Source: an optimization exercise on an open RTL-to-GDS flow (aim: small area, a short achievable clock period and few clock cycles per item). Production flows keep margins and buffers that such runs may drop.
Only simulation tests tie the RTL to the original design; equivalence was not proved.
No driver is modelled on the clock port, so clocking that relies on it looks cheaper here than on a real chip.
Power is estimated from default activity; no workload was simulated.

`flow/run.sh`:
```
#!/bin/bash
# synth_recipe.tcl (not shown) runs the flow's synth.tcl, then flattens the netlist and writes it again
# the make line also repeats each setting of config.mk as NAME=value (left out here)
make -C /OpenROAD-flow-scripts/flow DESIGN_CONFIG=/design/flow/config.mk WORK_HOME=/design/flow/orfs CLKGATE_MAP_FILE= SYNTH_SCRIPT=/design/flow/synth_recipe.tcl finish
```
`flow/config.mk`:
```
export PLATFORM = sky130hd
export DESIGN_NAME = tga_byte_stream_decoder_unit
export DESIGN_NICKNAME = tga_byte_stream_decoder_unit
export VERILOG_FILES = /design/flow/design.v
export SDC_FILE = /design/flow/constraint.sdc
export NUM_CORES = 4
export LEC_CHECK = 0
export CAP_MARGIN = 20
export CORE_MARGIN = 2
export CORE_UTILIZATION = 50
export PLACE_DENSITY = 0.6
export SETUP_SLACK_MARGIN = 4.6
export SLEW_MARGIN = 20
export SYNTH_MEMORY_MAX_BITS = 16384
```
`flow/constraint.sdc`:
```
create_clock -name core_clock -period 8.0 [get_ports {clk_i}]
set_input_delay 1.6000 -clock core_clock [delete_from_list [all_inputs] [get_ports {clk_i}]]
set_output_delay 1.6000 -clock core_clock [all_outputs]
set_load 0.01 [all_outputs]
```
`flow/design.v`:
```
package tgadec_pkg;
  localparam int unsigned PaletteEntriesDef = 256;
  localparam logic [31:0] OpaqueBlack = 32'hFF00_0000;
  typedef enum logic [1:0] {
    KIND_PIXEL   = 2'd0,
    KIND_PALETTE = 2'd1,
    KIND_ERROR   = 2'd2,
    KIND_INFO    = 2'd3
  } kind_e;
  typedef enum logic [2:0] {
    ERR_IMG_TYPE    = 3'd0,
    ERR_MAP_ORIGIN  = 3'd1,
    ERR_MAP_DEPTH   = 3'd2,
    ERR_PIXEL_DEPTH = 3'd3,
    ERR_MAP_LENGTH  = 3'd4
  } err_e;
  typedef struct packed {
    logic [1:0]  kind;
    logic [15:0] column;
    logic [15:0] row;
    logic [31:0] value;
    logic [15:0] width;
    logic [15:0] height;
    logic [5:0]  bpp;
    logic [2:0]  err;
    logic        last;
  } result_t;
endpackage
module tgadec_ram (
  input  logic        clk_i,
  input  logic        we_i,
  input  logic [7:0]  waddr_i,
  input  logic [31:0] wdata_i,
  input  logic [7:0]  raddr_i,
  input  logic        rhit_i,
  output logic [31:0] rdata_o
);
  logic [255:0][31:0] mem_q;
  logic [15:0]        rsel_hi, rsel_lo;
  logic [15:0]        wsel_hi, wsel_lo;
  logic [255:0][31:0] terms;
  always_comb begin
    rsel_hi = '0;
    rsel_lo = '0;
    wsel_hi = '0;
    wsel_lo = '0;
    rsel_hi[raddr_i[7:4]] = rhit_i;
    rsel_lo[raddr_i[3:0]] = 1'b1;
    wsel_hi[waddr_i[7:4]] = we_i;
    wsel_lo[waddr_i[3:0]] = 1'b1;
  end
  for (genvar i = 0; i < 256; i++) begin : g_word
    always_ff @(posedge clk_i) begin
      if (wsel_hi[i / 16] && wsel_lo[i % 16]) begin
        mem_q[i] <= wdata_i;
      end
    end
    assign terms[i] = {32{rsel_hi[i / 16] & rsel_lo[i % 16]}} & mem_q[i];
  end
  logic [127:0][31:0] l1;
  logic [63:0][31:0]  l2;
  logic [31:0][31:0]  l3;
  logic [15:0][31:0]  l4;
  logic [7:0][31:0]   l5;
  logic [3:0][31:0]   l6;
  logic [1:0][31:0]   l7;
  for (genvar i = 0; i < 128; i++) begin : g_l1
    assign l1[i] = terms[2*i] | terms[2*i+1];
  end
  for (genvar i = 0; i < 64; i++) begin : g_l2
    assign l2[i] = l1[2*i] | l1[2*i+1];
  end
  for (genvar i = 0; i < 32; i++) begin : g_l3
    assign l3[i] = l2[2*i] | l2[2*i+1];
  end
  for (genvar i = 0; i < 16; i++) begin : g_l4
    assign l4[i] = l3[2*i] | l3[2*i+1];
  end
  for (genvar i = 0; i < 8; i++) begin : g_l5
    assign l5[i] = l4[2*i] | l4[2*i+1];
  end
  for (genvar i = 0; i < 4; i++) begin : g_l6
    assign l6[i] = l5[2*i] | l5[2*i+1];
  end
  for (genvar i = 0; i < 2; i++) begin : g_l7
    assign l7[i] = l6[2*i] | l6[2*i+1];
  end
  assign rdata_o = l7[0] | l7[1];
endmodule
module tgadec_out (
  input  logic                clk_i,
  input  logic                rst_ni,
  input  logic                res_i,
  input  tgadec_pkg::result_t r_i,
  input  logic                out_ready_i,
  output logic                out_valid_o,
  output logic                skid_valid_o,
  output tgadec_pkg::result_t out_res_o
);
  logic                o_valid_q, s_valid_q;
  tgadec_pkg::result_t o_q, s_q;
  logic                o_free;
  assign o_free = !o_valid_q || out_ready_i;
  always_ff @(posedge clk_i or negedge rst_ni) begin
    if (!rst_ni) begin
      o_valid_q <= 1'b0;
      s_valid_q <= 1'b0;
    end else begin
      if (o_free) begin
        o_valid_q <= s_valid_q || res_i;
        s_valid_q <= 1'b0;
      end else if (res_i) begin
        s_valid_q <= 1'b1;
      end
    end
  end
  always_ff @(posedge clk_i) begin
    if (o_free) begin
      o_q <= s_valid_q ? s_q : r_i;
    end
    if (!o_free && res_i) begin
      s_q <= r_i;
    end
  end
  assign out_valid_o  = o_valid_q;
  assign skid_valid_o = s_valid_q;
  assign out_res_o    = o_q;
endmodule
module tgadec_parser (
  input  logic                clk_i,
  input  logic                rst_ni,
  input  logic                proc_i,
  input  logic                func_i,
  input  logic [7:0]          data_byte_i,
  input  logic                first_byte_i,
  input  logic [7:0]          palette_index_i,
  input  logic [31:0]         rdata_i,
  output logic                res_o,
  output tgadec_pkg::result_t r_o,
  output logic                rhit_o,
  output logic                ram_we_o,
  output logic [7:0]          ram_waddr_o,
  output logic [31:0]         ram_wdata_o
);
  typedef enum logic [5:0] {
    PH_IDLE    = 6'b000001,
    PH_HEADER  = 6'b000010,
    PH_IDSKIP  = 6'b000100,
    PH_PALETTE = 6'b001000,
    PH_PIXELS  = 6'b010000,
    PH_DONE    = 6'b100000
  } phase_e;
  phase_e      phase_q;
  logic [4:0]  hcnt_q;
  logic [7:0]  idlen_q;
  logic        map_nz_q;      
  logic        img_bad_q;     
  logic        org_nz_q;      
  logic [8:0]  len_q;         
  logic        len_big_q;     
  logic        len_small_q;   
  logic        mdep_bad_q;    
  logic        mdep32_q;
  logic        pdep_bad_q;    
  logic        pdep32_q;
  logic [15:0] wid_q;         
  logic [15:0] hgt_q;         
  logic        tdown_q;
  logic        nopix_q;       
  logic        alpha_q;
  logic        haspal_q;
  logic [8:0]  eidx_q;        
  logic [1:0]  bie_q;
  logic [23:0] part_q;
  logic [15:0] col_q;
  logic [15:0] row_q;         
  logic        is_byte;
  logic        first;
  logic [7:0]  b;
  logic        complete;
  logic [31:0] colour;
  logic        col_last, row_last;
  logic [8:0]  eidx_inc;
  logic [4:0]  hc;
  assign is_byte  = proc_i && !func_i;
  assign first    = first_byte_i;
  assign b        = data_byte_i;
  assign complete = alpha_q ? (bie_q == 2'd3) : (bie_q == 2'd2);
  assign colour   = {alpha_q ? b : 8'hFF, part_q[23:8], alpha_q ? part_q[7:0] : b};
  assign col_last = (col_q == wid_q);
  assign row_last = (row_q == hgt_q);
  assign eidx_inc = eidx_q + 9'd1;
  assign hc       = first ? 5'd0 : hcnt_q;
  assign rhit_o = ({1'b0, palette_index_i} < eidx_q);
  assign ram_we_o    = is_byte && !first && (phase_q == PH_PALETTE) && complete;
  assign ram_waddr_o = eidx_q[7:0];
  assign ram_wdata_o = colour;
  logic       h_err;
  logic [2:0] h_code;
  logic [5:0] h_bpp;
  always_comb begin
    h_err  = 1'b1;
    h_code = tgadec_pkg::ERR_IMG_TYPE;
    h_bpp  = 6'd32;
    if (img_bad_q) begin
      h_code = tgadec_pkg::ERR_IMG_TYPE;
    end else if (map_nz_q) begin
      h_bpp = len_small_q ? 6'd4 : 6'd8;
      if (org_nz_q) begin
        h_code = tgadec_pkg::ERR_MAP_ORIGIN;
      end else if (mdep_bad_q) begin
        h_code = tgadec_pkg::ERR_MAP_DEPTH;
      end else if (len_big_q) begin
        h_code = tgadec_pkg::ERR_MAP_LENGTH;
      end else begin
        h_err = 1'b0;
      end
    end else if (pdep_bad_q) begin
      h_code = tgadec_pkg::ERR_PIXEL_DEPTH;
    end else begin
      h_err = 1'b0;
    end
  end
  logic in_hdr, in_idskip, in_pal, in_pix, hdr_last;
  assign in_hdr    = first || (phase_q == PH_HEADER);
  assign in_idskip = !first && (phase_q == PH_IDSKIP);
  assign in_pal    = !first && (phase_q == PH_PALETTE);
  assign in_pix    = !first && (phase_q == PH_PIXELS);
  assign hdr_last  = in_hdr && (hc == 5'd17);
  logic pix_put;
  assign pix_put = in_pix && (haspal_q || complete);
  phase_e after_pal, after_id;
  assign after_pal = nopix_q ? PH_DONE : PH_PIXELS;
  assign after_id  = (haspal_q && (len_q != '0)) ? PH_PALETTE : after_pal;
  always_comb begin
    res_o = 1'b0;
    r_o   = '0;
    if (proc_i && func_i) begin
      res_o      = 1'b1;
      r_o.kind   = tgadec_pkg::KIND_PALETTE;
      r_o.value  = rdata_i | (rhit_o ? 32'h0 : tgadec_pkg::OpaqueBlack);
    end else if (is_byte && hdr_last) begin
      res_o = 1'b1;
      if (h_err) begin
        r_o.kind = tgadec_pkg::KIND_ERROR;
        r_o.err  = h_code;
      end else begin
        r_o.kind   = tgadec_pkg::KIND_INFO;
        r_o.width  = wid_q;
        r_o.height = hgt_q;
        r_o.bpp    = h_bpp;
      end
    end else if (is_byte && pix_put) begin
      res_o        = 1'b1;
      r_o.kind     = tgadec_pkg::KIND_PIXEL;
      r_o.column   = col_q;
      r_o.row      = row_q;
      r_o.value    = haspal_q ? {24'd0, b} : colour;
      r_o.last     = col_last && row_last;
    end
  end
  logic [15:0] hgt_m1, wid_m1;
  assign hgt_m1 = hgt_q - 16'd1;
  assign wid_m1 = wid_q - 16'd1;
  always_ff @(posedge clk_i or negedge rst_ni) begin
    if (!rst_ni) begin
      phase_q     <= PH_IDLE;
      hcnt_q      <= '0;
      idlen_q     <= '0;
      map_nz_q    <= 1'b0;
      img_bad_q   <= 1'b0;
      org_nz_q    <= 1'b0;
      len_q       <= '0;
      len_big_q   <= 1'b0;
      len_small_q <= 1'b0;
      mdep_bad_q  <= 1'b0;
      mdep32_q    <= 1'b0;
      pdep_bad_q  <= 1'b0;
      pdep32_q    <= 1'b0;
      wid_q       <= '0;
      hgt_q       <= '0;
      tdown_q     <= 1'b0;
      nopix_q     <= 1'b0;
      alpha_q     <= 1'b0;
      haspal_q    <= 1'b0;
      eidx_q      <= '0;
      bie_q       <= '0;
      part_q      <= '0;
      col_q       <= '0;
      row_q       <= '0;
    end else if (is_byte) begin
      if (first) begin
        phase_q <= PH_HEADER;
        eidx_q  <= '0;
        bie_q   <= '0;
        col_q   <= '0;
      end
      if (in_hdr) begin
        hcnt_q <= hc + 5'd1;
        case (hc)
          5'd0: idlen_q <= b;
          5'd1: map_nz_q <= (b != 8'd0);
          5'd2: img_bad_q <= (b != 8'd1) && (b != 8'd2);
          5'd3: org_nz_q <= (b != 8'd0);
          5'd4: org_nz_q <= org_nz_q || (b != 8'd0);
          5'd5: len_q <= {1'b0, b};
          5'd6: begin
            len_q[8]    <= b[0];
            len_big_q   <= (b > 8'd1) || ((b == 8'd1) && (len_q[7:0] != 8'd0));
            len_small_q <= (b == 8'd0) && (len_q[7:0] <= 8'd16);
          end
          5'd7: begin
            mdep_bad_q <= (b != 8'd24) && (b != 8'd32);
            mdep32_q   <= (b == 8'd32);
          end
          5'd12: wid_q[7:0] <= b;
          5'd13: wid_q[15:8] <= b;
          5'd14: hgt_q[7:0] <= b;
          5'd15: hgt_q[15:8] <= b;
          5'd16: begin
            pdep_bad_q <= (b != 8'd24) && (b != 8'd32);
            pdep32_q   <= (b == 8'd32);
          end
          5'd17: begin
            tdown_q  <= b[5];
            nopix_q  <= (wid_q == 16'd0) || (hgt_q == 16'd0);
            haspal_q <= map_nz_q;
            alpha_q  <= map_nz_q ? mdep32_q : pdep32_q;
            wid_q    <= wid_m1;
            hgt_q    <= b[5] ? hgt_m1 : 16'd0;
            row_q    <= b[5] ? 16'd0 : hgt_m1;
            if (h_err) begin
              phase_q <= PH_DONE;
            end else if (idlen_q != 8'd0) begin
              phase_q <= PH_IDSKIP;
            end else if (map_nz_q && (len_q != '0)) begin
              phase_q <= PH_PALETTE;
            end else if ((wid_q == 16'd0) || (hgt_q == 16'd0)) begin
              phase_q <= PH_DONE;
            end else begin
              phase_q <= PH_PIXELS;
            end
          end
          default: ;
        endcase
      end
      if (in_idskip) begin
        idlen_q <= idlen_q - 8'd1;
        if (idlen_q == 8'd1) begin
          phase_q <= after_id;
        end
      end
      if (in_pal || (in_pix && !haspal_q)) begin
        if (complete) begin
          bie_q <= '0;
        end else begin
          bie_q <= bie_q + 2'd1;
          case (bie_q)
            2'd0:    part_q[23:16] <= b;
            2'd1:    part_q[15:8]  <= b;
            default: part_q[7:0]   <= b;
          endcase
        end
      end
      if (in_pal && complete) begin
        eidx_q <= eidx_inc;
        if (eidx_inc == len_q) begin
          phase_q <= after_pal;
        end
      end
      if (pix_put) begin
        if (col_last) begin
          col_q <= '0;
          if (row_last) begin
            phase_q <= PH_DONE;
          end else begin
            row_q <= tdown_q ? row_q + 16'd1 : row_q - 16'd1;
          end
        end else begin
          col_q <= col_q + 16'd1;
        end
      end
    end
  end
endmodule
module tga_byte_stream_decoder_unit #(
  parameter int unsigned PALETTE_ENTRIES = tgadec_pkg::PaletteEntriesDef
) (
  input  logic        clk_i,
  input  logic        rst_ni,
  input  logic        in_valid_i,
  output logic        in_ready_o,
  input  logic        func_i,
  input  logic [7:0]  data_byte_i,
  input  logic        first_byte_i,
  input  logic [7:0]  palette_index_i,
  output logic        out_valid_o,
  input  logic        out_ready_i,
  output logic [1:0]  kind_o,
  output logic [15:0] column_o,
  output logic [15:0] row_o,
  output logic [31:0] pixel_value_o,
  output logic [15:0] image_width_o,
  output logic [15:0] image_height_o,
  output logic [5:0]  bits_per_pixel_o,
  output logic [2:0]  error_code_o,
  output logic        last_pixel_o
);
  logic       in_ready_q;
  logic       v_q;
  logic       func_q;
  logic [7:0] data_q;
  logic       first_q;
  logic [7:0] pidx_q;
  logic                accept;
  logic                proc;
  logic                res;
  tgadec_pkg::result_t r;
  tgadec_pkg::result_t out_res;
  logic                skid_valid;
  logic                rhit;
  logic                ram_we;
  logic [7:0]          ram_waddr;
  logic [31:0]         ram_wdata;
  logic [31:0]         ram_rdata;
  logic                v_d;
  logic                skid_est_d;
  assign accept     = in_valid_i && in_ready_q;
  assign in_ready_o = in_ready_q;
  assign proc       = v_q && !skid_valid;
  assign v_d        = accept || (v_q && !proc);
  assign skid_est_d = out_valid_o && !out_ready_i && (skid_valid || proc);
  always_ff @(posedge clk_i or negedge rst_ni) begin
    if (!rst_ni) begin
      in_ready_q <= 1'b1;
      v_q        <= 1'b0;
    end else begin
      in_ready_q <= !v_d || !skid_est_d;
      v_q        <= v_d;
    end
  end
  always_ff @(posedge clk_i) begin
    if (in_ready_q) begin
      func_q  <= func_i;
      data_q  <= data_byte_i;
      first_q <= first_byte_i;
      pidx_q  <= palette_index_i;
    end
  end
  tgadec_parser u_parser (
    .clk_i          (clk_i),
    .rst_ni         (rst_ni),
    .proc_i         (proc),
    .func_i         (func_q),
    .data_byte_i    (data_q),
    .first_byte_i   (first_q),
    .palette_index_i(pidx_q),
    .rdata_i        (ram_rdata),
    .res_o          (res),
    .r_o            (r),
    .rhit_o         (rhit),
    .ram_we_o       (ram_we),
    .ram_waddr_o    (ram_waddr),
    .ram_wdata_o    (ram_wdata)
  );
  tgadec_ram u_palette_ram (
    .clk_i  (clk_i),
    .we_i   (ram_we),
    .waddr_i(ram_waddr),
    .wdata_i(ram_wdata),
    .raddr_i(pidx_q),
    .rhit_i (rhit),
    .rdata_o(ram_rdata)
  );
  tgadec_out u_out (
    .clk_i       (clk_i),
    .rst_ni      (rst_ni),
    .res_i       (res),
    .r_i         (r),
    .out_ready_i (out_ready_i),
    .out_valid_o (out_valid_o),
    .skid_valid_o(skid_valid),
    .out_res_o   (out_res)
  );
  assign kind_o           = out_res.kind;
  assign column_o         = out_res.column;
  assign row_o            = out_res.row;
  assign pixel_value_o    = out_res.value;
  assign image_width_o    = out_res.width;
  assign image_height_o   = out_res.height;
  assign bits_per_pixel_o = out_res.bpp;
  assign error_code_o     = out_res.err;
  assign last_pixel_o     = out_res.last;
endmodule
```
==> run notes, run 1 <==
halt point of the flow=global routing (5_1_grt); area fraction of the dominant cell type after synthesis=0.782; total cell area at the placement stage=0.361 sq mm; number of synthesis warnings=4; level count of the clock H-tree=6; number of buffers inserted by port buffering=128; Num CTS Buffers=857; number of global-route vias before repair=320,778; number of top-level pins=132; cell with the most instances after synthesis=sky130_fd_sc_hd__edfxtp_1; overall track demand over capacity in global routing=0.950; Bufs on Longest Clock Path=4; top flip-flop cell by instance count after synthesis=sky130_fd_sc_hd__edfxtp_1; Post-Place Setup Slack=-245 ps; most area-consuming cells after synthesis=sky130_fd_sc_hd__edfxtp_1 (78%), sky130_fd_sc_hd__a22oi_1 (4.2%), sky130_fd_sc_hd__a22o_1 (1.4%); Post-synth top cells=sky130_fd_sc_hd__edfxtp_1 (8,420), sky130_fd_sc_hd__a22oi_1 (1,824), sky130_fd_sc_hd__nor2_1 (812), sky130_fd_sc_hd__nand2_1 (806), sky130_fd_sc_hd__clkbuf_1 (805); error that stopped the run=[ERROR GRT-0116] Global routing finished with congestion. Check the congestion regions in the DRC Viewer.; number of enable flip-flop cells after synthesis=8,420; global-route wire length before repair=4,050,000 um; ys async rst share=0.0168; Vert. Die Dim=808 um; post-synth design cell area=0.323 sq mm; result of the run=stopped before the end; Die Wd=808 um; starting density of the core=0.501; library cell used as clock root buffer=sky130_fd_sc_hd__clkbuf_16; synthesis-stage register bit count=8,564; number of rows created at floorplan=295; post-placement cell count=29,225; average instance area after synthesis=16.9 sq um; fraction of the yosys area taken by sequential cells=0.794; largest area contributor in the netlist=sky130_fd_sc_hd__edfxtp_1; TritonCTS Sinks=8,564; largest net degree at the start of global routing=146; count of unique library cells instantiated by Yosys=98; Routability Congestion=1.33; number of instances in the synthesized netlist=19,124; aggregate global routing overflow=9,282; sum of net half-perimeters after detailed placement=1,940,000 um
[metal layers]
layer  GRT usage  overflow
met1       0.950      1559
met2       0.988      3539
met3       0.928      1689
met4       0.922      2336
met5       0.851       159
[kinds of logic after synthesis]
family | Yosys count | share of synthesized area
flops | 8564 | 0.794
compound gates | 5180 | 0.123
simple gates | 3900 | 0.0609
buf+inv | 1261 | 0.0154
mux | 101 | 0.00333
xor+xnor | 69 | 0.00187
fa+ha+maj | 48 | 0.00188
other cells | 1 | 0.0000116
[worst max-delay path by stage]
stage	end	cells past startpoint
CTS	u_out.o_q[45]	20
detailed placement	u_out.s_q[63]	19
global placement	u_out.o_q[52]	15
floorplan	u_palette_ram.mem_q[1020]	2
[power groups by stage]
stage / registers, mW / clock network (mW) / logic (mW)
after global placement: 50.1 / 0 / 5.08
after floorplan: 50.0 / 0 / 1.50
after detailed placement: 50.1 / 0 / 5.10
after CTS: 49.2 / 40.1 / 5.73
[timing repair]
item | in CTS
resized for setup | 649
hold endpoints to repair | 0
setup buffers | 378
pin swaps | 193
setup endpoints to repair | 9349
cloned | 33
hold buffers | 0
Testbench counts, summed over its fixed seeds: cycles 48,680, items 48,656.
==> run 2: changes to the inputs <==
--- a/flow/design.v
+++ b/flow/design.v
@@ -32,19 +32,14 @@
   input  logic [7:0]  waddr_i,
   input  logic [31:0] wdata_i,
+  input  logic        cap_i,
   input  logic [7:0]  raddr_i,
-  input  logic        rhit_i,
   output logic [31:0] rdata_o
 );
   logic [255:0][31:0] mem_q;
-  logic [15:0]        rsel_hi, rsel_lo;
   logic [15:0]        wsel_hi, wsel_lo;
-  logic [255:0][31:0] terms;
+  logic [3:0][31:0]   part_d, part_q;
   always_comb begin
-    rsel_hi = '0;
-    rsel_lo = '0;
     wsel_hi = '0;
     wsel_lo = '0;
-    rsel_hi[raddr_i[7:4]] = rhit_i;
-    rsel_lo[raddr_i[3:0]] = 1'b1;
     wsel_hi[waddr_i[7:4]] = we_i;
     wsel_lo[waddr_i[3:0]] = 1'b1;
@@ -56,35 +51,18 @@
       end
     end
-    assign terms[i] = {32{rsel_hi[i / 16] & rsel_lo[i % 16]}} & mem_q[i];
   end
-  logic [127:0][31:0] l1;
-  logic [63:0][31:0]  l2;
-  logic [31:0][31:0]  l3;
-  logic [15:0][31:0]  l4;
-  logic [7:0][31:0]   l5;
-  logic [3:0][31:0]   l6;
-  logic [1:0][31:0]   l7;
-  for (genvar i = 0; i < 128; i++) begin : g_l1
-    assign l1[i] = terms[2*i] | terms[2*i+1];
-  end
-  for (genvar i = 0; i < 64; i++) begin : g_l2
-    assign l2[i] = l1[2*i] | l1[2*i+1];
-  end
-  for (genvar i = 0; i < 32; i++) begin : g_l3
-    assign l3[i] = l2[2*i] | l2[2*i+1];
-  end
-  for (genvar i = 0; i < 16; i++) begin : g_l4
-    assign l4[i] = l3[2*i] | l3[2*i+1];
-  end
-  for (genvar i = 0; i < 8; i++) begin : g_l5
-    assign l5[i] = l4[2*i] | l4[2*i+1];
-  end
-  for (genvar i = 0; i < 4; i++) begin : g_l6
-    assign l6[i] = l5[2*i] | l5[2*i+1];
+  logic [1:0] rhi_q;
+  always_comb begin
+    for (int k = 0; k < 4; k++) begin
+      part_d[k] = mem_q[64*k + int'(raddr_i[5:0])];
+    end
   end
-  for (genvar i = 0; i < 2; i++) begin : g_l7
-    assign l7[i] = l6[2*i] | l6[2*i+1];
+  always_ff @(posedge clk_i) begin
+    if (cap_i) begin
+      part_q <= part_d;
+      rhi_q  <= raddr_i[7:6];
+    end
   end
-  assign rdata_o = l7[0] | l7[1];
+  assign rdata_o = part_q[rhi_q];
 endmodule
 module tgadec_out (
@@ -136,4 +114,5 @@
   input  logic [7:0]          palette_index_i,
   input  logic [31:0]         rdata_i,
+  input  logic                cap_i,
   output logic                res_o,
   output tgadec_pkg::result_t r_o,
@@ -193,4 +172,18 @@
   assign hc       = first ? 5'd0 : hcnt_q;
   assign rhit_o = ({1'b0, palette_index_i} < eidx_q);
+  logic       fwd_we_q;
+  logic [7:0] fwd_b_q;
+  logic       fwd;
+  logic [31:0] fwd_colour;
+  logic [31:0] lk_data;
+  always_ff @(posedge clk_i) begin
+    if (cap_i) begin
+      fwd_we_q <= ram_we_o;
+      fwd_b_q  <= b;
+    end
+  end
+  assign fwd        = fwd_we_q && ({1'b0, palette_index_i} + 9'd1 == eidx_q);
+  assign fwd_colour = {alpha_q ? fwd_b_q : 8'hFF, part_q[23:8], alpha_q ? part_q[7:0] : fwd_b_q};
+  assign lk_data    = fwd ? fwd_colour : rdata_i;
   assign ram_we_o    = is_byte && !first && (phase_q == PH_PALETTE) && complete;
   assign ram_waddr_o = eidx_q[7:0];
@@ -239,5 +232,5 @@
       res_o      = 1'b1;
       r_o.kind   = tgadec_pkg::KIND_PALETTE;
-      r_o.value  = rdata_i | (rhit_o ? 32'h0 : tgadec_pkg::OpaqueBlack);
+      r_o.value  = rhit_o ? lk_data : tgadec_pkg::OpaqueBlack;
     end else if (is_byte && hdr_last) begin
       res_o = 1'b1;
@@ -426,7 +419,9 @@
   logic                v_d;
   logic                skid_est_d;
+  logic                cap;
   assign accept     = in_valid_i && in_ready_q;
   assign in_ready_o = in_ready_q;
   assign proc       = v_q && !skid_valid;
+  assign cap        = !(v_q && skid_valid);
   assign v_d        = accept || (v_q && !proc);
   assign skid_est_d = out_valid_o && !out_ready_i && (skid_valid || proc);
@@ -441,5 +436,5 @@
   end
   always_ff @(posedge clk_i) begin
-    if (in_ready_q) begin
+    if (cap) begin
       func_q  <= func_i;
       data_q  <= data_byte_i;
@@ -457,4 +452,5 @@
     .palette_index_i(pidx_q),
     .rdata_i        (ram_rdata),
+    .cap_i          (cap),
     .res_o          (res),
     .r_o            (r),
@@ -469,6 +465,6 @@
     .waddr_i(ram_waddr),
     .wdata_i(ram_wdata),
-    .raddr_i(pidx_q),
-    .rhit_i (rhit),
+    .cap_i  (cap),
+    .raddr_i(palette_index_i),
     .rdata_o(ram_rdata)
   );
--- a/flow/config.mk
+++ b/flow/config.mk
@@ -8,7 +8,7 @@
 export CAP_MARGIN = 20
 export CORE_MARGIN = 2
-export CORE_UTILIZATION = 50
-export PLACE_DENSITY = 0.6
-export SETUP_SLACK_MARGIN = 4.6
+export CORE_UTILIZATION = 30
+export PLACE_DENSITY = 0.45
+export SETUP_SLACK_MARGIN = 4.5
 export SLEW_MARGIN = 20
 export SYNTH_MEMORY_MAX_BITS = 16384
==> run 2 against run 1 <==
Now clean on timing, DRC and antenna. Area after synthesis up 3.4%. Synthesized cell count down 28%.
==> run notes, run 2 <==
drc violations=0; Regs by FF count=u_palette_ram.mem_q x8192, u_palette_ram.part_q x128; commonest cells after routing, fill and taps aside=sky130_fd_sc_hd__edfxtp_1 (8,557), sky130_fd_sc_hd__mux4_2 (2,720), sky130_fd_sc_hd__clkbuf_16 (979); synthesis-stage register bit count=8,701 (+1.6%); aggregate global routing overflow=0; Period Utilization, post-route=0.460; Bufs on Longest Clock Path=5 (+1); crit path kind=input port to flop; Avg Vias per Cell=5.17; clk latency of the worst-skew pair=1170 ps; overall track demand over capacity in global routing=0.186; time the worst path needs with I/O delays and setup=3680 ps; worst hold path type=flop to flop; setup TNS after final layout=0 ps; core area=1.11 sq mm; max-slew violation total from the final report=0; IR drop worst, VDD=0.188 mV; library cell used as clock root buffer=sky130_fd_sc_hd__clkbuf_16; post-synth design cell area=0.334 sq mm (+3.4%); CTS tree=yes; number of synthesis warnings=4 (unchanged); Req. time, crit path=8790 ps; crit path buf inv count=6; power per standard cell area=239 mW/mm^2; Routability Congestion=0.791 (-40%); register bank with the most flops=u_palette_ram.mem_q; highest clock frequency the design can meet=0.272 GHz; Final Net Count=15,338; number of buffers inserted by port buffering=128 (unchanged); cell with the most instances after synthesis=sky130_fd_sc_hd__edfxtp_1; DRC marker count from the first detailed-route iteration=20,477; ys async rst share=0.0165 (-0.000265); internal power of the cells=75.1 mW; number of failing setup endpoints in the final timing report=0; setup clock skew after layout=127 ps; fraction of layout cells with a size suffix above 1=0.350; type of element capturing the critical path=flop; Die Wd=1060 um (+31%); net switching power of the design=20.3 mW; number of nets with antenna violations after detailed routing=0; clock transition at the register clock pins on the worst setup and hold paths after CTS=60 ps; area enclosed by the die boundary=1.12 sq mm; level count of the clock H-tree=6 (unchanged); number of instances in the synthesized netlist=13,759 (-28%); leading cell type in the layout, fill and taps excluded=sky130_fd_sc_hd__edfxtp_1; First-pass DRT Iterations=6; fin cells=30,897; result of the run=complete, no violations; number of rows created at floorplan=387 (+31%); Final Hold Violating Endpoints=0; maximum fanout count along the critical path=6; total number of vias=159,887; sequential fraction of design power=0.524; Leakage Power=119 nW; number of top-level pins=132 (unchanged); average instance area after synthesis=24.3 sq um (+44%); fraction of the yosys area taken by sequential cells=0.780 (-0.0136); area grow syn2layout=19.6%; unrepaired setup endpoints after global routing=yes; area fraction of the dominant cell type after synthesis=0.769 (-0.0132); Comb power frac=0.034; max capacitance violation total=0; switching part of the total=0.213; post-placement cell count=28,493 (-2.5%); number of flip-flops under the largest register name=8,192; clock power share=0.442; number of enable flip-flop cells after synthesis=8,557 (+1.6%); Num CTS Buffers=948 (+11%); Arrival @ worst endpoint=4460 ps; CP peak stage delay=690 ps; largest net degree at the start of global routing=152; Register-to-Register Setup Slack=4480 ps; Worst setup SP type=input port; global-route wire length before repair=1,440,000 um; sum of routed wire length over all layers=1,070,000 um; Post-synth top cells=sky130_fd_sc_hd__edfxtp_1 (8,557), sky130_fd_sc_hd__mux4_2 (2,720), sky130_fd_sc_hd__clkbuf_1 (422), sky130_fd_sc_hd__nor2_1 (363), sky130_fd_sc_hd__nand2_1 (207); count of unique library cells instantiated by Yosys=80 (-18%); sum of net half-perimeters after detailed placement=636,000 um (-67%); number of global-route vias before repair=157,975; TritonCTS Sinks=8,701 (+1.6%); starting density of the core=0.301 (-0.201); post-DR wirelength/cell=34.8 um; most area-consuming cells after synthesis=sky130_fd_sc_hd__edfxtp_1 (77%), sky130_fd_sc_hd__mux4_2 (18%), sky130_fd_sc_hd__dfrtp_1 (1.1%); top flip-flop cell by instance count after synthesis=sky130_fd_sc_hd__edfxtp_1; slew at the pin closest to its max-slew limit=1330 ps; Worst path slowest cell=sky130_fd_sc_hd__mux4_2; number of antenna violations at the first check in global routing=165; Vert. Die Dim=1060 um (+31%); tightest slew margin relative to the limit=0.116; most prevalent standard cell on the critical path=sky130_fd_sc_hd__buf_16; critical path, cell by cell=buf_16, buf_16, buf_16, buf_16, buf_12, buf_16, mux4_2, mux4_2, mux4_2; Largest delay share family, worst path=multiplexers; largest area contributor in the netlist=sky130_fd_sc_hd__edfxtp_1
-- run 2: cell families after synthesis --
family,after synthesis,synth area share
mux,2778,0.185
simple gates,857,0.0117
flops,8701,0.780
other cells,1,0.0000112
compound gates,500,0.00925
fa+ha+maj,46,0.00175
buf+inv,805,0.0102
xor+xnor,71,0.00186
-- run 2: worst paths after layout --
path / end / depth (start not counted) / from
max: u_palette_ram.part_q[120] / 9 / palette_index_i[0]
min: u_parser.part_q[7] / 2 / u_parser.part_q[7]
max reg2reg: u_out.o_q[64] / 9 / pidx_q[7]
min reg2reg: u_parser.part_q[7] / 2 / u_parser.part_q[7]
max in group asynchronous: u_parser.part_q[8] / 2 / rst_ni
min in group asynchronous: u_parser.row_q[13] / 1 / rst_ni
-- run 2: timing repair --
item	in CTS	in global routing
pin swaps	206	4
endpoints found under the hold margin	0	0
setup buffers	457	42
hold buffers	0	0
resized for setup	657	110
gates cloned	84	26
endpoints found under the setup margin	8706	5294
-- run 2: stage by stage --
| step | worst slack [ps] | area, sq um | utilization | power, mW | hold slack (ps) |
|---|---|---|---|---|---|
| after floorplan | 2430 | 334000 | - | 52.6 | 425 |
| after global placement | 1780 | 357000 | 0.322 | 54.0 | 464 |
| after detailed placement | 2240 | 360000 | 0.325 | 54.0 | 470 |
| after CTS | 4450 | 398000 | 0.358 | 96.3 | 484 |
| after global routing | 4410 | 399000 | 0.360 | 98.1 | 505 |
| final | 4320 | 399000 | 0.360 | 95.4 | 484 |
-- run 2: cell type report --
cell class              instances  area (sq um)
clock inverters               514          4440
fillers                    101030        711000
multi-input cells            4285         73200
well taps                   14782         18500
diodes                         96           240
clock buffers                1185         24800
repair buffers               1263         17300
inverters                      71           279
flip-flops and latches       8701        261000
-- run 2: layer usage --
metal / wire, um / GRT usage / vias up / share of wire
met4: 27900 / 0.0468 / 26 / 0.026
met1: 465000 / 0.267 / 90021 / 0.43
met5: 163 / 0 / - / 0.00015
met3: 76100 / 0.0350 / 1226 / 0.071
met2: 505000 / 0.294 / 5849 / 0.47
li1: - / - / 62765 / -
-- run 2: worst min-delay path, delay by kind of cell (launching register included) --
family,cells,cell delay [ps]
flops,1,340
compound gates,1,60
simple gates,1,50
-- run 2: power groups by stage --
stage | clock (mW) | sequential, mW | combinational, mW
2_1_floorplan | 0 | 50.8 | 1.78
6_report | 42.2 | 50.0 | 3.23
5_1_grt | 44.7 | 50.0 | 3.40
3_3_place_gp | 0 | 51.0 | 3.04
3_5_place_dp | 0 | 51.0 | 3.05
4_1_cts | 43.0 | 50.0 | 3.24
Testbench counts of run 2, summed over its fixed seeds: cycles 48,680, items 48,656.
==> run 3: changes to the inputs <==
--- a/flow/config.mk
+++ b/flow/config.mk
@@ -8,6 +8,8 @@
 export CAP_MARGIN = 20
 export CORE_MARGIN = 2
-export CORE_UTILIZATION = 30
-export PLACE_DENSITY = 0.45
+export CORE_UTILIZATION = 45
+export CTS_CLUSTER_DIAMETER = 80
+export CTS_CLUSTER_SIZE = 30
+export PLACE_DENSITY = 0.6
 export SETUP_SLACK_MARGIN = 4.5
 export SLEW_MARGIN = 20
==> run 3 against run 2 <==
Worst hold slack better by 15 ps. Highest routed layer unchanged. Synthesized cell count is the same. Setup slack improved by 130 ps. Critical path type unchanged. Count of clock-buffer cells in the layout shrank 748. Critical endpoint is now u_palette_ram.part_q[38]. Via count decreased by 1.6%. Total power shrank 17%. Still clean on timing, DRC and antenna. Non-clock buffer count down 99.
==> run notes, run 3 <==
Met1 Routed Length=373,000 um (-20%); most area-consuming cells after synthesis=sky130_fd_sc_hd__edfxtp_1 (77%), sky130_fd_sc_hd__mux4_2 (18%), sky130_fd_sc_hd__dfrtp_1 (1.1%); TritonCTS Sinks=8,701 (unchanged); area enclosed by the die boundary=0.749 sq mm (-33%); sum of net half-perimeters after detailed placement=542,000 um (-15%); complex-gate fraction of the synthesized area=0.00925 (unchanged); fraction of layout cells with a size suffix above 1=0.332 (-0.0181); worst hold path type=flop to flop; Regs by FF count=u_palette_ram.mem_q x8192, u_palette_ram.part_q x128; starting density of the core=0.451 (+0.150); Num CTS Buffers=411 (-57%); number of antenna violations at the first check in global routing=77 (-53%); post-placement cell count=23,514 (-17%); crit path kind=input port to flop; fin cells=24,940 (-19%); area fraction of the dominant cell type after synthesis=0.769 (unchanged); Bufs on Longest Clock Path=4 (-1); sum of routed wire length over all layers=928,000 um (-14%); tightest slew margin relative to the limit=0.0453 (-0.0704); Die Wd=866 um (-18%); cell with the most instances after synthesis=sky130_fd_sc_hd__edfxtp_1; post-synthesis mux area share=0.185 (unchanged); global-route wire length before repair=1,270,000 um (-11%); number of global-route vias before repair=150,876 (-4.5%); post-synthesis share of cell area spent on full adders, half adders and majority gates=0.00175 (unchanged); max capacitance violation total=0 (unchanged); depth of the worst hold-timing path=2 (unchanged); Worst Setup Slack, final=4450 ps (+127 ps); Routability Congestion=0.828 (+4.7%); fraction of the yosys area taken by sequential cells=0.780 (unchanged); number of top-level pins=132 (unchanged); core area=0.740 sq mm (-33%); post-DR wirelength/cell=37.2 um (+7.0%); average instance area after synthesis=24.3 sq um (unchanged); count of unique library cells instantiated by Yosys=80 (unchanged); met2 WL post-DR=440,000 um (-13%); Leakage Power=111 nW (-6.6%); aggregate global routing overflow=0 (unchanged); commonest cells after routing, fill and taps aside=sky130_fd_sc_hd__edfxtp_1 (8,557), sky130_fd_sc_hd__mux4_2 (2,720), sky130_fd_sc_hd__buf_4 (506); highest clock frequency the design can meet=0.282 GHz (+3.6%); Vert. Die Dim=866 um (-18%); number of nets with antenna violations after detailed routing=0 (unchanged); library cell used as clock root buffer=sky130_fd_sc_hd__clkbuf_16; share of the synthesized netlist area taken by xor and xnor gates=0.00186 (unchanged); largest area contributor in the netlist=sky130_fd_sc_hd__edfxtp_1; Period Utilization, post-route=0.444 (-0.0159); Avg Vias per Cell=6.31 (+22%); overall track demand over capacity in global routing=0.243 (+0.0569); Final Hold Slack=499 ps (+15.4 ps); Arrival @ worst endpoint=4400 ps (-60 ps); total number of vias=157,251 (-1.6%); Post-synth top cells=sky130_fd_sc_hd__edfxtp_1 (8,557), sky130_fd_sc_hd__mux4_2 (2,720), sky130_fd_sc_hd__clkbuf_1 (422), sky130_fd_sc_hd__nor2_1 (363), sky130_fd_sc_hd__nand2_1 (207); detailed-routed wire length on met3=85,100 um (+12%); time the worst path needs with I/O delays and setup=3550 ps (-127 ps); Final Hold Violating Endpoints=0 (unchanged); slew at the pin closest to its max-slew limit=1430 ps (+106 ps); highest signal layer in the routed design=met5; type of element capturing the critical path=flop; startpoint of the tightest hold check path=u_parser.part_q[6]; setup TNS after final layout=0 ps (unchanged); Post-Place Setup Slack=1830 ps (-416 ps); largest net degree at the start of global routing=177 (+16%); reg-to-reg startpoint=u_parser.eidx_q[1]; Crit. Startpoint=palette_index_i[0]; area grow syn2layout=13.0%; number of enable flip-flop cells after synthesis=8,557 (unchanged); ys async rst share=0.0165 (unchanged); max-slew violation total from the final report=0 (unchanged); register bank with the most flops=u_palette_ram.mem_q; largest family of logic cells by synthesized area=multiplexers; post-synth design cell area=0.334 sq mm (unchanged); Worst setup SP type=input port; power per standard cell area=211 mW/mm^2 (-12%); top flip-flop cell by instance count after synthesis=sky130_fd_sc_hd__edfxtp_1; DRC marker count from the first detailed-route iteration=24,806 (+21%); setup clock skew after layout=104 ps (-23.6 ps); IR drop worst, VDD=0.202 mV (+7.6%); share of synthesized cell area in and, or, nand and nor gates=0.0117 (unchanged); number of rows created at floorplan=316 (-18%); post-route standard cell area excluding fillers=0.377 sq mm (-5.5%); number of failing setup endpoints in the final timing report=0 (unchanged); synthesis-stage register bit count=8,701 (unchanged); number of flip-flops under the largest register name=8,192 (unchanged); Final Net Count=14,750 (-3.8%); Req. time, crit path=8850 ps (+60 ps); number of buffers inserted by port buffering=128 (unchanged); level count of the clock H-tree=5 (-1); clock transition at the register clock pins on the worst setup and hold paths after CTS=110 ps (+50 ps); depth of the worst register-to-register path=12 (+3); number of synthesis warnings=4 (unchanged); First-pass DRT Iterations=8 (+2); clk latency of the worst-skew pair=1130 ps (-40 ps); CTS tree=yes; maximum fanout count along the critical path=27 (+21); leading cell type in the layout, fill and taps excluded=sky130_fd_sc_hd__edfxtp_1; total cell area at the placement stage=0.353 sq mm (-2.0%); unrepaired setup endpoints after global routing=yes; number of hold-repair buffers added at the cts stage=0 (unchanged); number of instances in the synthesized netlist=13,759 (unchanged); drc violations=0 (unchanged); end-of-flow core utilization=0.510 (+0.150); result of the run=complete, no violations; Tot Pwr=79.5 mW (-17%)
==> run 3: critical path, stage by stage <==
cell and delay (ps):
sky130_fd_sc_hd__bufbuf_16 480, sky130_fd_sc_hd__buf_4 380, sky130_fd_sc_hd__mux4_2 620, sky130_fd_sc_hd__mux4_2 630
sky130_fd_sc_hd__mux4_2 640
==> run 3: final cells by class <==
cell class	instances	area (sq um)
Sequential cell	8701	261000
Clock buffer	437	10500
Inverter	71	279
Antenna cell	70	175
Fill cell	56830	363000
Multi-Input combinational cell	4333	73800
Timing Repair Buffer	1164	15800
Clock inverter	306	3870
Tap cell	9858	12300
==> run 3: logic make-up (layout without fill, tap and decap cells) <==
group,after synthesis,after routing
fa+ha+maj,46,46
mux,2778,2778
flops,8701,8701
xor+xnor,71,71
other cells,1,73
compound gates,500,500
simple gates,857,935
buf+inv,805,1978
==> run 3: final timing paths <==
kind | slack [ps] | end
min in group asynchronous | 530 | u_parser.col_q[2]
max in group asynchronous | 6220 | u_parser.phase_q[0]
worst min-delay path | 500 | u_parser.part_q[6]
worst max-delay path | 4450 | u_palette_ram.part_q[38]
worst max register to register | 4500 | u_palette_ram.mem_q[8184]
worst min register to register | 500 | u_parser.part_q[6]
==> run 3: metal layers <==
| metal | GRT usage | vias up |
|---|---|---|
| met3 | 0.0404 | 986 |
| li1 | - | 61154 |
| met2 | 0.382 | 7883 |
| met1 | 0.358 | 87200 |
| met5 | 0 | - |
| met4 | 0.0689 | 28 |
==> run 3: report_power, final <==
part | total, mW | internal [mW] | leakage, nW | switching (mW)
Clock | 26.6 | 11.0 | 6.95 | 15.5
Combinational | 3.03 | 1.19 | 27.5 | 1.85
Sequential | 49.9 | 49.7 | 76.6 | 0.219
Total | 79.5 | 61.9 | 111 | 17.6
==> run 3: repair_timing <==
item                                    in CTS  in global routing
cloned                                     120                  4
endpoints found under the setup margin    8675               2983
gates resized for setup                    542                 66
pin swaps                                  268                  7
setup buffers                              467                 17
==> run 4: changes to the inputs <==
--- a/flow/design.v
+++ b/flow/design.v
@@ -38,5 +38,5 @@
   logic [255:0][31:0] mem_q;
   logic [15:0]        wsel_hi, wsel_lo;
-  logic [3:0][31:0]   part_d, part_q;
+  logic [7:0][31:0]   part_d, part_q;
   always_comb begin
     wsel_hi = '0;
@@ -52,8 +52,8 @@
     end
   end
-  logic [1:0] rhi_q;
+  logic [2:0] rhi_q;
   always_comb begin
-    for (int k = 0; k < 4; k++) begin
-      part_d[k] = mem_q[64*k + int'(raddr_i[5:0])];
+    for (int k = 0; k < 8; k++) begin
+      part_d[k] = mem_q[32*k + int'(raddr_i[4:0])];
     end
   end
@@ -61,5 +61,5 @@
     if (cap_i) begin
       part_q <= part_d;
-      rhi_q  <= raddr_i[7:6];
+      rhi_q  <= raddr_i[7:5];
     end
   end
@@ -112,10 +112,9 @@
   input  logic [7:0]          data_byte_i,
   input  logic                first_byte_i,
-  input  logic [7:0]          palette_index_i,
   input  logic [31:0]         rdata_i,
   input  logic                cap_i,
+  input  logic [7:0]          lk_idx_i,
   output logic                res_o,
   output tgadec_pkg::result_t r_o,
-  output logic                rhit_o,
   output logic                ram_we_o,
   output logic [7:0]          ram_waddr_o,
@@ -171,19 +170,21 @@
   assign eidx_inc = eidx_q + 9'd1;
   assign hc       = first ? 5'd0 : hcnt_q;
-  assign rhit_o = ({1'b0, palette_index_i} < eidx_q);
-  logic       fwd_we_q;
-  logic [7:0] fwd_b_q;
-  logic       fwd;
+  logic        hit_q;
+  logic        fwd_q;
+  logic [7:0]  fwd_b_q;
   logic [31:0] fwd_colour;
   logic [31:0] lk_data;
+  logic        lk_lt, lk_eq;
+  assign lk_lt = ({1'b0, lk_idx_i} < eidx_q);
+  assign lk_eq = ({1'b0, lk_idx_i} == eidx_q);
   always_ff @(posedge clk_i) begin
     if (cap_i) begin
-      fwd_we_q <= ram_we_o;
-      fwd_b_q  <= b;
+      hit_q   <= !(is_byte && first) && (lk_lt || (ram_we_o && lk_eq));
+      fwd_q   <= ram_we_o && lk_eq;
+      fwd_b_q <= b;
     end
   end
-  assign fwd        = fwd_we_q && ({1'b0, palette_index_i} + 9'd1 == eidx_q);
   assign fwd_colour = {alpha_q ? fwd_b_q : 8'hFF, part_q[23:8], alpha_q ? part_q[7:0] : fwd_b_q};
-  assign lk_data    = fwd ? fwd_colour : rdata_i;
+  assign lk_data    = fwd_q ? fwd_colour : rdata_i;
   assign ram_we_o    = is_byte && !first && (phase_q == PH_PALETTE) && complete;
   assign ram_waddr_o = eidx_q[7:0];
@@ -232,5 +233,5 @@
       res_o      = 1'b1;
       r_o.kind   = tgadec_pkg::KIND_PALETTE;
-      r_o.value  = rhit_o ? lk_data : tgadec_pkg::OpaqueBlack;
+      r_o.value  = hit_q ? lk_data : tgadec_pkg::OpaqueBlack;
     end else if (is_byte && hdr_last) begin
       res_o = 1'b1;
@@ -405,5 +406,4 @@
   logic [7:0] data_q;
   logic       first_q;
-  logic [7:0] pidx_q;
   logic                accept;
   logic                proc;
@@ -412,5 +412,4 @@
   tgadec_pkg::result_t out_res;
   logic                skid_valid;
-  logic                rhit;
   logic                ram_we;
   logic [7:0]          ram_waddr;
@@ -428,5 +427,5 @@
   always_ff @(posedge clk_i or negedge rst_ni) begin
     if (!rst_ni) begin
-      in_ready_q <= 1'b1;
+      in_ready_q <= 1'b0;
       v_q        <= 1'b0;
     end else begin
@@ -440,5 +439,4 @@
       data_q  <= data_byte_i;
       first_q <= first_byte_i;
-      pidx_q  <= palette_index_i;
     end
   end
@@ -450,10 +448,9 @@
     .data_byte_i    (data_q),
     .first_byte_i   (first_q),
-    .palette_index_i(pidx_q),
     .rdata_i        (ram_rdata),
     .cap_i          (cap),
+    .lk_idx_i       (palette_index_i),
     .res_o          (res),
     .r_o            (r),
-    .rhit_o         (rhit),
     .ram_we_o       (ram_we),
     .ram_waddr_o    (ram_waddr),
--- a/flow/config.mk
+++ b/flow/config.mk
@@ -10,7 +10,7 @@
 export CORE_UTILIZATION = 45
 export CTS_CLUSTER_DIAMETER = 80
-export CTS_CLUSTER_SIZE = 30
+export CTS_CLUSTER_SIZE = 26
 export PLACE_DENSITY = 0.6
-export SETUP_SLACK_MARGIN = 4.5
+export SETUP_SLACK_MARGIN = 4.6
 export SLEW_MARGIN = 20
 export SYNTH_MEMORY_MAX_BITS = 16384
==> run 4 against run 3 <==
Sequential power grew 2%. Critical path depth grew 1. Non-clock buffer count shrank 210. Critical path type unchanged.
==> run notes, run 4 <==
result of the run=complete, no violations; Final Hold Slack=521 ps (+21.6 ps); detailed-routed wire length on met3=85,000 um (-0.20%); Num CTS Buffers=439 (+6.8%); clock transition at the register clock pins on the worst setup and hold paths after CTS=90 ps (-20 ps); average instance area after synthesis=24.3 sq um (about the same); Met1 Routed Length=366,000 um (-2.0%); fraction of layout cells with a size suffix above 1=0.335 (+0.00343); leading cell type in the layout, fill and taps excluded=sky130_fd_sc_hd__edfxtp_1; register bank with the most flops=u_palette_ram.mem_q; Bufs on Longest Clock Path=4 (unchanged); starting density of the core=0.451 (about the same); unrepaired setup endpoints after global routing=yes; DRC marker count from the first detailed-route iteration=23,043 (-7.1%); clk latency of the worst-skew pair=1140 ps (about the same); max-slew violation total from the final report=0 (unchanged); First-pass DRT Iterations=6 (-2); sum of net half-perimeters after detailed placement=510,000 um (-5.9%); setup clock skew after layout=74.7 ps (-29.0 ps); Worst setup SP type=input port; tightest slew margin relative to the limit=0.152 (+0.107); setup TNS after final layout=0 ps (unchanged); Tot Pwr=80.8 mW (+1.7%); Routability Congestion=0.851 (+2.8%); Period Utilization, post-route=0.447 (+0.00292); fin cells=24,983 (+0.17%); crit path kind=input port to flop; total number of vias=157,198 (-0.034%); critical path, cell by cell=buf_16, buf_4, buf_12, mux4_2, mux4_2, mux2_2; ys async rst share=0.0163 (-0.000233); Arrival @ worst endpoint=4430 ps (+30 ps); Avg Vias per Cell=6.29 (-0.21%); number of top-level pins=132 (unchanged); IR drop worst, VDD=0.215 mV (+6.2%); cell with the most instances after synthesis=sky130_fd_sc_hd__edfxtp_1; number of rows created at floorplan=318 (+0.63%); most prevalent standard cell on the critical path=sky130_fd_sc_hd__mux4_2; Post-synth top cells=sky130_fd_sc_hd__edfxtp_1 (8,681), sky130_fd_sc_hd__mux4_2 (2,624), sky130_fd_sc_hd__clkbuf_1 (501), sky130_fd_sc_hd__mux2_2 (345), sky130_fd_sc_hd__nor2_1 (345); CP peak stage delay=610 ps (-30 ps); time the worst path needs with I/O delays and setup=3570 ps (+23.4 ps); highest clock frequency the design can meet=0.280 GHz (-0.65%); number of antenna violations at the first check in global routing=100 (+30%); number of buffers inserted by port buffering=128 (unchanged); highest signal layer in the routed design=met5; Leakage Power=111 nW (about the same); commonest cells after routing, fill and taps aside=sky130_fd_sc_hd__edfxtp_1 (8,681), sky130_fd_sc_hd__mux4_2 (2,624), sky130_fd_sc_hd__clkbuf_16 (461); fraction of the yosys area taken by sequential cells=0.780 (about the same); Req. time, crit path=8860 ps (about the same); library cell used as clock root buffer=sky130_fd_sc_hd__clkbuf_16; largest area contributor in the netlist=sky130_fd_sc_hd__edfxtp_1; number of flip-flops under the largest register name=8,192 (unchanged); Worst path slowest cell=sky130_fd_sc_hd__mux4_2; max capacitance violation total=0 (unchanged); synthesis-stage register bit count=8,825 (+1.4%); met2 WL post-DR=439,000 um (about the same); number of nets with antenna violations after detailed routing=0 (unchanged); worst hold path type=flop to flop; Regs by FF count=u_palette_ram.mem_q x8192, u_palette_ram.part_q x256; post-placement cell count=23,781 (+1.1%); number of synthesis warnings=4 (unchanged); aggregate global routing overflow=0 (unchanged); CTS tree=yes; area grow syn2layout=11.4%; area fraction of the dominant cell type after synthesis=0.770 (about the same); number of failing setup endpoints in the final timing report=0 (unchanged); largest net degree at the start of global routing=193 (+9.0%); most area-consuming cells after synthesis=sky130_fd_sc_hd__edfxtp_1 (77%), sky130_fd_sc_hd__mux4_2 (17%), sky130_fd_sc_hd__mux2_2 (1.1%); Final Net Count=14,687 (-0.43%); number of hold-repair buffers added at the cts stage=0 (unchanged); number of enable flip-flop cells after synthesis=8,681 (+1.4%); area enclosed by the die boundary=0.759 sq mm (+1.4%); Final Hold Violating Endpoints=0 (unchanged); Vert. Die Dim=871 um (+0.68%); number of global-route vias before repair=153,701 (+1.9%); Die Wd=871 um (+0.68%); sum of routed wire length over all layers=925,000 um (-0.37%); level count of the clock H-tree=5 (unchanged); drc violations=0 (unchanged); post-DR wirelength/cell=37.0 um (-0.54%); global-route wire length before repair=1,270,000 um (-0.40%); slew at the pin closest to its max-slew limit=1270 ps (-161 ps); count of unique library cells instantiated by Yosys=87 (+8.8%); power per standard cell area=214 mW/mm^2 (+1.7%); post-synth design cell area=0.339 sq mm (+1.4%); number of instances in the synthesized netlist=13,945 (+1.4%); top flip-flop cell by instance count after synthesis=sky130_fd_sc_hd__edfxtp_1; maximum fanout count along the critical path=58 (+110%); TritonCTS Sinks=8,825 (+1.4%); overall track demand over capacity in global routing=0.238 (-0.00509); type of element capturing the critical path=flop; core area=0.750 sq mm (+1.3%)
==> run 4: cell count changes in the layout (fill, tap and decap cells not counted), sizes merged, moves of 53 or more <==
cell / change
mux2: +307
buf: -163
edfxtp: +124
inv: -101
mux4: -96
nand2: -70
dlygate4sd2: -69
nor2: -64
and3: +57
diode: +57
clkbuf: +53
==> run 4: critical path: cells and delay by family <==
family | cells | cell delay, ps
buffers and inverters | 3 | 1070
multiplexers | 3 | 1330
==> run 4: through the flow <==
stage | utilization | instance area [sq um] | worst slack, ps
final | 0.503 | 377000 | 4430
after global routing | 0.503 | 377000 | 4510
after CTS | 0.501 | 376000 | 4560
after detailed placement | 0.476 | 357000 | 2440
after global placement | 0.475 | 356000 | 994
after floorplan | - | 339000 | 3010
==> run 4: cell families after synthesis <==
logic type / count (synthesis) / synth area share
fa+ha+maj: 45 / 0.00168
flops: 8825 / 0.780
buf+inv: 777 / 0.00934
xor+xnor: 71 / 0.00184
compound gates: 452 / 0.00889
other cells: 1 / 0.0000111
simple gates: 772 / 0.0108
mux: 3002 / 0.187
==> run 4: power breakdown <==
part	switching (mW)	internal, mW
combinational	1.78	1.13
clock	15.2	12.0
sequential	0.276	50.4
total	17.3	63.5
==> run 4: cell type report <==
| type | count | area, sq um |
|---|---|---|
| Antenna cell | 127 | 318 |
| Clock buffer | 477 | 11400 |
| Clock inverter | 280 | 3360 |
| Fill cell | 57992 | 373000 |
| Inverter | 31 | 124 |
| Multi-Input combinational cell | 4369 | 74200 |
| Sequential cell | 8825 | 264000 |
| Tap cell | 9920 | 12400 |
| Timing Repair Buffer | 954 | 11200 |
==> run 4: path summary, 6_finish.rpt <==
kind / start / end / slack, ps / cells past startpoint
setup / recovery: palette_index_i[1] / u_palette_ram.part_q[245] / 4430 / 6
hold / removal: u_parser.idlen_q[6] / u_parser.idlen_q[6] / 520 / 2
setup reg to reg: u_parser.eidx_q[1] / u_palette_ram.mem_q[94] / 4570 / 7
hold reg to reg: u_parser.idlen_q[6] / u_parser.idlen_q[6] / 520 / 2
max in group asynchronous: rst_ni / u_parser.part_q[19] / 5860 / 2
min in group asynchronous: rst_ni / in_ready_q / 550 / 1
==> run 4: metal layers <==
layer | vias to the layer above | global-route usage
li1 | 61327 | -
met1 | 87322 | 0.339
met2 | 7374 | 0.376
met3 | 1147 | 0.0476
met4 | 28 | 0.0760
met5 | - | 0
==> run 4: repair_timing <==
item / CTS / global route
hold endpoints to repair: 0 / 0
gates cloned: 35 / 11
setup endpoints to repair: 9205 / 6625
buffers inserted: 242 / 27
gates resized for setup: 775 / 164
pin swaps: 151 / 14
Testbench counts of run 4, summed over its fixed seeds: cycles 48,680, items 48,656.
==> run 5: changes to the inputs <==
==> flow/flow/run.sh (new file) <==
#!/bin/bash
set -o pipefail
export CTS_ARGS="-sink_clustering_enable -repair_clock_nets -sink_clustering_size 26 -sink_clustering_max_diameter 80 -dont_use_dummy_load"
cp standard.sh standard_sh_copy.txt
bash standard.sh 2>&1 | tee standard.log
==> flow/standard.sh (new file) <==
#!/bin/bash
# synth_recipe.tcl (not shown) runs the flow's synth.tcl, then flattens the netlist and writes it again
# the make line also repeats each setting of config.mk as NAME=value (left out here)
make -C /OpenROAD-flow-scripts/flow DESIGN_CONFIG=/design/flow/config.mk WORK_HOME=/design/flow/orfs CLKGATE_MAP_FILE= SYNTH_SCRIPT=/design/flow/synth_recipe.tcl "${@:-finish}"
--- a/flow/config.mk
+++ b/flow/config.mk
@@ -8,8 +8,8 @@
 export CAP_MARGIN = 20
 export CORE_MARGIN = 2
-export CORE_UTILIZATION = 45
+export CORE_UTILIZATION = 55
 export CTS_CLUSTER_DIAMETER = 80
 export CTS_CLUSTER_SIZE = 26
-export PLACE_DENSITY = 0.6
+export PLACE_DENSITY = 0.7
 export SETUP_SLACK_MARGIN = 4.6
 export SLEW_MARGIN = 20
removed: flow/run.sh
==> run 5 against run 4 <==
Still clean on timing, DRC and antenna. Utilization grew 10 points. Worst hold slack lost 11 ps. Clock skew grew 53 ps.
==> run notes, run 5 <==
ys async rst share=0.0163 (unchanged); Bufs on Longest Clock Path=4 (unchanged); Vert. Die Dim=789 um (-9.5%); Req. time, crit path=8810 ps (-50 ps); Period Utilization, post-route=0.434 (-0.0128); Final Hold Violating Endpoints=0 (unchanged); top flip-flop cell by instance count after synthesis=sky130_fd_sc_hd__edfxtp_1; total cell area at the placement stage=0.354 sq mm (-0.69%); Worst setup SP type=flop; Worst path slowest cell=sky130_fd_sc_hd__edfxtp_1; number of enable flip-flop cells after synthesis=8,681 (unchanged); most area-consuming cells after synthesis=sky130_fd_sc_hd__edfxtp_1 (77%), sky130_fd_sc_hd__mux4_2 (17%), sky130_fd_sc_hd__mux2_2 (1.1%); Tot Pwr=76.2 mW (-5.6%); complex-gate fraction of the synthesized area=0.00889 (unchanged); number of synthesis warnings=4 (unchanged); unrepaired setup endpoints after global routing=yes; global-route wire length before repair=1,210,000 um (-4.6%); type of element capturing the critical path=flop; drc violations=0 (unchanged); post-synthesis mux area share=0.187 (unchanged); TritonCTS Sinks=8,825 (unchanged); leading cell type in the layout, fill and taps excluded=sky130_fd_sc_hd__edfxtp_1; overall track demand over capacity in global routing=0.278 (+0.0396); total number of vias=158,017 (+0.52%); post-DR wirelength/cell=38.3 um (+3.4%); Leakage Power=110 nW (-1.4%); area fraction of the dominant cell type after synthesis=0.770 (unchanged); CTS tree=yes; number of nets with antenna violations after detailed routing=0 (unchanged); Post-synth top cells=sky130_fd_sc_hd__edfxtp_1 (8,681), sky130_fd_sc_hd__mux4_2 (2,624), sky130_fd_sc_hd__clkbuf_1 (501), sky130_fd_sc_hd__mux2_2 (345), sky130_fd_sc_hd__nor2_1 (345); sum of routed wire length over all layers=876,000 um (-5.3%); First-pass DRT Iterations=8 (+2); synthesis-stage register bit count=8,825 (unchanged); Num CTS Buffers=417 (-5.0%); Largest delay share family, worst path=multiplexers; time the worst path needs with I/O delays and setup=3470 ps (-103 ps); Regs by FF count=u_palette_ram.mem_q x8192, u_palette_ram.part_q x256; count of unique library cells instantiated by Yosys=87 (unchanged); largest net degree at the start of global routing=194 (+0.52%); clk latency of the worst-skew pair=1070 ps (-70 ps); cell with the most instances after synthesis=sky130_fd_sc_hd__edfxtp_1; number of instances in the synthesized netlist=13,945 (unchanged); max capacitance violation total=0 (unchanged); DRC marker count from the first detailed-route iteration=24,571 (+6.6%); share of synthesized cell area in and, or, nand and nor gates=0.0108 (unchanged); number of antenna violations at the first check in global routing=97 (-3.0%); number of global-route vias before repair=152,459 (-0.81%); post-synthesis share of cell area spent on full adders, half adders and majority gates=0.00168 (unchanged); Final Net Count=14,702 (+0.10%); Routability Congestion=0.871 (+2.3%); Post-Place Setup Slack=2390 ps (-53.2 ps); post-synth design cell area=0.339 sq mm (unchanged); largest family of logic cells by synthesized area=multiplexers; clock transition at the register clock pins on the worst setup and hold paths after CTS=90 ps (about the same); end-of-flow core utilization=0.605 (+0.101); result of the run=complete, no violations; starting density of the core=0.551 (+0.0997); number of top-level pins=132 (unchanged); aggregate global routing overflow=0 (unchanged); FILL cells=40,765 (-30%); maximum fanout count along the critical path=32 (-45%); fraction of the yosys area taken by sequential cells=0.780 (unchanged); IR drop worst, VDD=0.224 mV (+4.1%); Worst Setup Slack, final=4530 ps (+103 ps); Arrival @ worst endpoint=4280 ps (-150 ps); core area=0.614 sq mm (-18%); max-slew violation total from the final report=0 (unchanged); area enclosed by the die boundary=0.622 sq mm (-18%); number of rows created at floorplan=288 (-9.4%); setup TNS after final layout=0 ps (unchanged); level count of the clock H-tree=5 (unchanged); library cell used as clock root buffer=sky130_fd_sc_hd__clkbuf_16; post-route standard cell area excluding fillers=0.371 sq mm (-1.6%); average instance area after synthesis=24.3 sq um (unchanged); number of flip-flops under the largest register name=8,192 (unchanged); commonest cells after routing, fill and taps aside=sky130_fd_sc_hd__edfxtp_1 (8,681), sky130_fd_sc_hd__mux4_2 (2,624), sky130_fd_sc_hd__buf_4 (440); area grow syn2layout=9.70%; fraction of layout cells with a size suffix above 1=0.319 (-0.0157); Avg Vias per Cell=6.91 (+9.8%); share of the synthesized netlist area taken by xor and xnor gates=0.00184 (unchanged); Die Wd=789 um (-9.5%); power per standard cell area=205 mW/mm^2 (-4.1%); crit path buf inv count=1 (-2); number of failing setup endpoints in the final timing report=0 (unchanged); tightest slew margin relative to the limit=0.135 (-0.0172); crit path kind=flop to flop; largest area contributor in the netlist=sky130_fd_sc_hd__edfxtp_1; highest clock frequency the design can meet=0.288 GHz (+3.0%); sum of net half-perimeters after detailed placement=491,000 um (-3.7%); setup clock skew after layout=127 ps (+52.7 ps); worst hold path type=flop to flop; register bank with the most flops=u_palette_ram.mem_q; number of buffers inserted by port buffering=128 (unchanged); critical path, cell by cell=buf_6, mux4_2, mux2_2, o22ai_1, a21oi_1, a21o_1, mux2_2; slew at the pin closest to its max-slew limit=1300 ps (+25.8 ps); most prevalent standard cell on the critical path=sky130_fd_sc_hd__mux2_2; CP peak stage delay=690 ps (+80 ps)
==> run 5: cell count changes in the layout (fill, tap and decap cells not counted), sizes merged <==
| cell | change |
|---|---|
| nand2b | -2 |
| buf | -24 |
| clkinv | -118 |
| clkinvlp | -33 |
| bufbuf | +4 |
| clkbuf | -69 |
| nor2 | +15 |
| inv | -89 |
| dlygate4sd2 | +68 |
| diode | -4 |
| bufinv | -40 |
| clkdlybuf4s15 | -15 |
==> run 5: routing by layer <==
metal / up-vias / track usage / share of wire
met5: - / 0 / 0.00029
met4: 38 / 0.0981 / 0.042
met3: 1288 / 0.0632 / 0.12
met2: 9797 / 0.425 / 0.47
met1: 85918 / 0.402 / 0.37
li1: 60976 / - / -
==> run 5: stage by stage <==
stage               hold WS, ps  std cells
finish                      510      22876
global route                509      22815
global placement            489      21913
CTS                         481      22727
floorplan                   421      13947
detailed placement          494      21933
==> run 5: kinds of logic (layout without fill, tap and decap cells) <==
group	after synthesis	after routing
compound gates	452	452
xor+xnor	71	71
fa+ha+maj	45	45
buf+inv	777	1426
flops	8825	8825
mux	3002	3002
other cells	1	126
simple gates	772	809
==> run 5: area by class of cell <==
type                            count  area (sq um)  area share
Inverter                           31           120    0.000323
Timing Repair Buffer              978         11800      0.0317
Sequential cell                  8825        264000       0.712
Clock buffer                      417         10400      0.0281
Tap cell                         8120         10200      0.0274
Multi-Input combinational cell   4382         74300       0.200
Antenna cell                      123           308    0.000829
==> run 5: worst paths after layout <==
path | start | endpoint | slack (ps) | depth (start not counted)
max | u_palette_ram.rhi_q[2] | u_out.o_q[71] | 4530 | 7
min | u_out.s_q[31] | u_out.o_q[31] | 510 | 1
max reg2reg | u_palette_ram.rhi_q[2] | u_out.o_q[71] | 4530 | 7
min reg2reg | u_out.s_q[31] | u_out.o_q[31] | 510 | 1
max in group asynchronous | rst_ni | u_parser.part_q[14] | 6260 | 2
min in group asynchronous | rst_ni | u_parser.len_big_q | 550 | 1
==> run 5: where the power goes <==
part	internal [mW]	switching, mW
sequential	50.4	0.260
clock	9.28	13.3
combinational	1.14	1.80
total	60.8	15.4
==> run 5: timing repair <==
action | in CTS | in global routing
hold buffers | 0 | 0
pin swaps | 183 | 4
gates resized for setup | 520 | 74
buffers inserted | 323 | 13
gates cloned | 54 | 8
endpoints found under the setup margin | 8815 | 3743

-- what the ideal ports hide --
Ports are ideal in the flow. The routed layouts listed here were re-timed in OpenROAD.
Step 1, drivers: a clkbuf_16 drives clk_i and a buf_2 each remaining input, both assumed.
Step 2 adds t to the input delays and takes it off the output delays; t is the mean of the earliest and latest rising clock arrival at the registers after step 1. Input paths then give back, and output paths get back, about the clock's delay inside the block.
Slacks: ideal ports / drivers / drivers and shift; pairs: ideal ports / drivers.
run	t (ns)	setup WS [ns]	hold slack, ns	worst register clock-pin slew, ns	worst slew at a driven data input, ns
run 2	1.270	4.324 / 4.085 / 2.815	0.484 / 0.469 / 0.484	0.07 / 0.07	0.55
run 3	1.214	4.451 / 4.097 / 2.883	0.499 / 0.442 / 0.499	0.12 / 0.12	0.55
run 4	1.247	4.427 / 4.310 / 3.063	0.521 / 0.448 / 0.521	0.11 / 0.11	0.39
run 5	1.157	4.530 / 4.260 / 3.103	0.510 / 0.462 / 0.510	0.11 / 0.11	0.46
After both steps every run listed still meets setup and hold. For run 3, which loses most, drivers alone change the setup slack by -0.354 ns; drivers and shift together by -1.568 ns.
